Context: an optimization exercise on an open-source flow, tuned for small area and a short achievable clock period. The choices shown serve that exercise and are no tape-out recipe.
Only simulation tests tie the RTL to the original design; equivalence was not proved.
No activity file was given, so power comes from the tool's default toggle rates.

==> flow/design.v <==
module leaf_stream_fifo #(
  parameter int WIDTH = 32
) (
  input  logic             clk,
  input  logic             ap_rst_n,
  input  logic             flush,
  input  logic             clr,         
  input  logic [WIDTH-1:0] wr_data,
  input  logic             wr_valid,
  output logic             wr_ready,
  output logic [WIDTH-1:0] rd_data,
  output logic             rd_valid,
  input  logic             rd_ready,
  output logic [4:0]       level,
  output logic             pop,
  output logic             valid_next
);
  logic [4:0]       count;
  logic             vld_q;     
  logic             rdy_q;     
  logic             two_q;     
  logic [WIDTH-1:0] head;
  logic [WIDTH-1:0] store [15];
  logic             push;
  logic             ld_in;
  logic             ld_st;
  logic             st_we;
  logic [4:0]       count_d;
  logic [WIDTH-1:0] st_out;
  logic [WIDTH-1:0] head_d;
  assign wr_ready = rdy_q & ~flush;
  assign rd_valid = vld_q;
  assign rd_data  = head;
  assign level    = count;
  assign push  = wr_valid & rdy_q & ~flush;
  assign pop   = vld_q & rd_ready & ~flush;
  assign ld_in = push & (~vld_q | (~two_q & pop));
  assign ld_st = pop & two_q;
  assign st_we = push & ~ld_in;
  always_comb begin
    st_out = '0;
    for (int k = 0; k < 15; k++) begin
      st_out = st_out | ({WIDTH{count == 5'(k + 2)}} & store[k]);
    end
  end
  assign head_d = two_q ? st_out : wr_data;
  always_comb begin
    count_d = count;
    if (flush)            count_d = '0;
    else if (push & ~pop) count_d = count + 5'd1;
    else if (pop & ~push) count_d = count - 5'd1;
  end
  assign valid_next = (count_d != 5'd0);
  always_ff @(posedge clk) begin
    if (ld_in | ld_st) head <= head_d;
  end
  always_ff @(posedge clk) begin
    if (st_we) store[0] <= wr_data;
  end
  for (genvar k = 1; k < 15; k++) begin : g_row
    always_ff @(posedge clk) begin
      if (st_we) store[k] <= store[k-1];
    end
  end
  always_ff @(posedge clk or negedge ap_rst_n) begin
    if (!ap_rst_n) begin
      count <= '0;
      vld_q <= 1'b0;
      rdy_q <= 1'b0;
    end else begin
      count <= count_d;
      vld_q <= (count_d != 5'd0);
      rdy_q <= (count_d != 5'd16);
    end
  end
  always_ff @(posedge clk) begin
    if (clr) begin
      two_q <= 1'b0;
    end else begin
      two_q <= (count_d > 5'd1);
    end
  end
endmodule
module leaf_stream_bridge #(
  parameter int NUM_IN_PORTS  = 2,
  parameter int NUM_OUT_PORTS = 2,
  parameter int PAYLOAD_BITS  = 32,
  parameter int FIFO_DEPTH    = 16,
  parameter int CNT_BITS      = $clog2(FIFO_DEPTH) + 1
) (
  input  logic                              clk,
  input  logic                              ap_rst_n,
  input  logic                              flush,
  input  logic [15:0]                       frame_len,
  input  logic [NUM_IN_PORTS*PAYLOAD_BITS-1:0]  dout_leaf_interface2user,
  input  logic [NUM_IN_PORTS-1:0]               vld_interface2user,
  output logic [NUM_IN_PORTS-1:0]               ack_user2interface,
  output logic [NUM_OUT_PORTS*PAYLOAD_BITS-1:0] din_leaf_user2interface,
  output logic [NUM_OUT_PORTS-1:0]              vld_user2interface,
  input  logic [NUM_OUT_PORTS-1:0]              ack_interface2user,
  output logic [NUM_IN_PORTS*PAYLOAD_BITS-1:0]  Input_TDATA,
  output logic [NUM_IN_PORTS-1:0]               Input_TVALID,
  output logic [NUM_IN_PORTS-1:0]               Input_TLAST,
  input  logic [NUM_IN_PORTS-1:0]               Input_TREADY,
  input  logic [NUM_OUT_PORTS*PAYLOAD_BITS-1:0] Output_TDATA,
  input  logic [NUM_OUT_PORTS-1:0]              Output_TVALID,
  output logic [NUM_OUT_PORTS-1:0]              Output_TREADY,
  output logic [NUM_IN_PORTS*CNT_BITS-1:0]  in_level,
  output logic [NUM_OUT_PORTS*CNT_BITS-1:0] out_level
);
  logic rst_done;
  logic clr;
  always_ff @(posedge clk or negedge ap_rst_n) begin
    if (!ap_rst_n) begin
      rst_done <= 1'b0;
    end else begin
      rst_done <= 1'b1;
    end
  end
  assign clr = flush | ~rst_done;
  for (genvar i = 0; i < NUM_IN_PORTS; i++) begin : g_in
    logic        pop;
    logic        valid_next;
    logic        tlast;
    logic [15:0] wnext;
    logic [15:0] wnext_d;
    logic        wnz_d;
    logic        en_d;
    logic [15:1] cmp_n;
    logic        cmp0_hi;
    logic        cmp0_lo;
    logic        match0;
    leaf_stream_fifo #(
      .WIDTH (PAYLOAD_BITS)
    ) u_fifo (
      .clk        (clk),
      .ap_rst_n   (ap_rst_n),
      .flush      (flush),
      .clr        (clr),
      .wr_data    (dout_leaf_interface2user[i*PAYLOAD_BITS +: PAYLOAD_BITS]),
      .wr_valid   (vld_interface2user[i]),
      .wr_ready   (ack_user2interface[i]),
      .rd_data    (Input_TDATA[i*PAYLOAD_BITS +: PAYLOAD_BITS]),
      .rd_valid   (Input_TVALID[i]),
      .rd_ready   (Input_TREADY[i]),
      .level      (in_level[i*CNT_BITS +: CNT_BITS]),
      .pop        (pop),
      .valid_next (valid_next)
    );
    assign match0 = frame_len[0] ? cmp0_hi : cmp0_lo;
    assign tlast  = match0 & ((frame_len[15:1] ^ cmp_n) == 15'h7fff);
    assign Input_TLAST[i] = tlast;
    always_comb begin
      wnext_d = wnext;
      if (clr)      wnext_d = 16'd1;
      else if (pop) wnext_d = tlast ? 16'd1 : wnext + 16'd1;
    end
    assign wnz_d = clr | (pop ? (tlast | ~(&wnext)) : (|wnext));
    assign en_d  = valid_next & wnz_d;
    always_ff @(posedge clk) begin
      wnext <= wnext_d;
      cmp_n <= ~wnext_d[15:1];
    end
    always_ff @(posedge clk or negedge ap_rst_n) begin
      if (!ap_rst_n) begin
        cmp0_hi <= 1'b0;
        cmp0_lo <= 1'b0;
      end else begin
        cmp0_hi <= en_d & wnext_d[0];
        cmp0_lo <= en_d & ~wnext_d[0];
      end
    end
  end
  for (genvar j = 0; j < NUM_OUT_PORTS; j++) begin : g_out
    logic pop;
    logic valid_next;
    leaf_stream_fifo #(
      .WIDTH (PAYLOAD_BITS)
    ) u_fifo (
      .clk        (clk),
      .ap_rst_n   (ap_rst_n),
      .flush      (flush),
      .clr        (clr),
      .wr_data    (Output_TDATA[j*PAYLOAD_BITS +: PAYLOAD_BITS]),
      .wr_valid   (Output_TVALID[j]),
      .wr_ready   (Output_TREADY[j]),
      .rd_data    (din_leaf_user2interface[j*PAYLOAD_BITS +: PAYLOAD_BITS]),
      .rd_valid   (vld_user2interface[j]),
      .rd_ready   (ack_interface2user[j]),
      .level      (out_level[j*CNT_BITS +: CNT_BITS]),
      .pop        (pop),
      .valid_next (valid_next)
    );
  end
endmodule
export LEC_CHECK = 0
export CAP_MARGIN = 10
export CORE_MARGIN = 2
export CORE_UTILIZATION = 66
export CTS_CLUSTER_DIAMETER = 70
export CTS_CLUSTER_SIZE = 25
export PLACE_DENSITY = 0.76
export SETUP_SLACK_MARGIN = 1.75
export SLEW_MARGIN = 10
create_clock -name core_clock -period 4.5 [get_ports {clk}]
standard.sh (not shown) runs the stock make flow with config.mk's settings and CLKGATE_MAP_FILE= SYNTH_SCRIPT=/design/flow/synth_recipe.tcl, a recipe that flattens the netlist after the stock synthesis.
==> flow/flow/run.sh <==
#!/bin/bash
set -euo pipefail
cd "$(dirname "$0")/.."
export IO_CONSTRAINTS="$PWD/flow/io.tcl"
export BUFFER_PORTS_ARGS="-buffer_cell sky130_fd_sc_hd__buf_1"
bash standard.sh > standard_flow.log 2>&1
==> flow/flow/io.tcl <==
set_io_pin_constraint -group -order -pin_names {frame_len[0] frame_len[1] frame_len[2] frame_len[3] frame_len[4] frame_len[5] frame_len[6] frame_len[7] Input_TLAST[0] Input_TLAST[1] ack_user2interface[0] flush ack_user2interface[1] Output_TREADY[0] Output_TREADY[1] frame_len[8] frame_len[9] frame_len[10] frame_len[11] frame_len[12] frame_len[13] frame_len[14] frame_len[15]}
Edit:
--- a/flow/design.v
+++ b/flow/design.v
@@ -37,14 +37,14 @@
   assign ld_in = push & (~vld_q | (~two_q & pop));
   assign ld_st = pop & two_q;
   assign st_we = push & ~ld_in;
   always_comb begin
-    st_out = '0;
+    st_out = {WIDTH{~two_q}} & wr_data;
     for (int k = 0; k < 15; k++) begin
       st_out = st_out | ({WIDTH{count == 5'(k + 2)}} & store[k]);
     end
   end
-  assign head_d = two_q ? st_out : wr_data;
+  assign head_d = st_out;
   always_comb begin
     count_d = count;
     if (flush)            count_d = '0;
     else if (push & ~pop) count_d = count + 5'd1;
Result: Core utilization came out higher by 0.55 points; routed wire length came out higher by 0.30%; design area came out lower by 0.57%; non-clock buffer count came out higher by 14; combinational power came out higher by about 1%; critical path depth came out higher by 1; clock power stays flat; final cell count came out lower by 4.2%; hold slack loses 0.0072 ns; area after synthesis came out lower by 1.0%; clock skew came out higher by 0.0083 ns; die area came out lower by 1.0%; global-route usage came out higher by 0.45 points; count of clock-buffer cells in the layout came out higher by 3.

==> static timing again, ports no longer ideal <==
No port has a modelled driver above. Below, the same layouts with a new extraction and two added sets of constraints.
Step 1, drivers: a clkbuf_16 drives clk and a buf_2 each remaining input, both assumed.
Step 2 also shifts input and output timing later by t, the mid clock arrival at the registers, as if the neighbouring blocks saw the same clock.
Three values: ideal, step 1, step 2; two values: the first two.
| run | shift t [ns] | slack for setup (ns) | slew at the worst register clock pin (ns) | worst data-port slew with drivers (ns) | cell pins on the clock port's net |
|---|---|---|---|---|---|
| the first run | 0.811 | 1.636 / 1.554 / 1.208 | 0.10 / 0.10 | 0.15 | 1 |
| the second run | 0.819 | 1.669 / 1.593 / 1.184 | 0.10 / 0.10 | 0.14 | 1 |
After both steps every run listed still meets setup and hold. For the second run, which loses most, drivers alone change the setup slack by -0.076 ns; drivers and shift together by -0.485 ns.
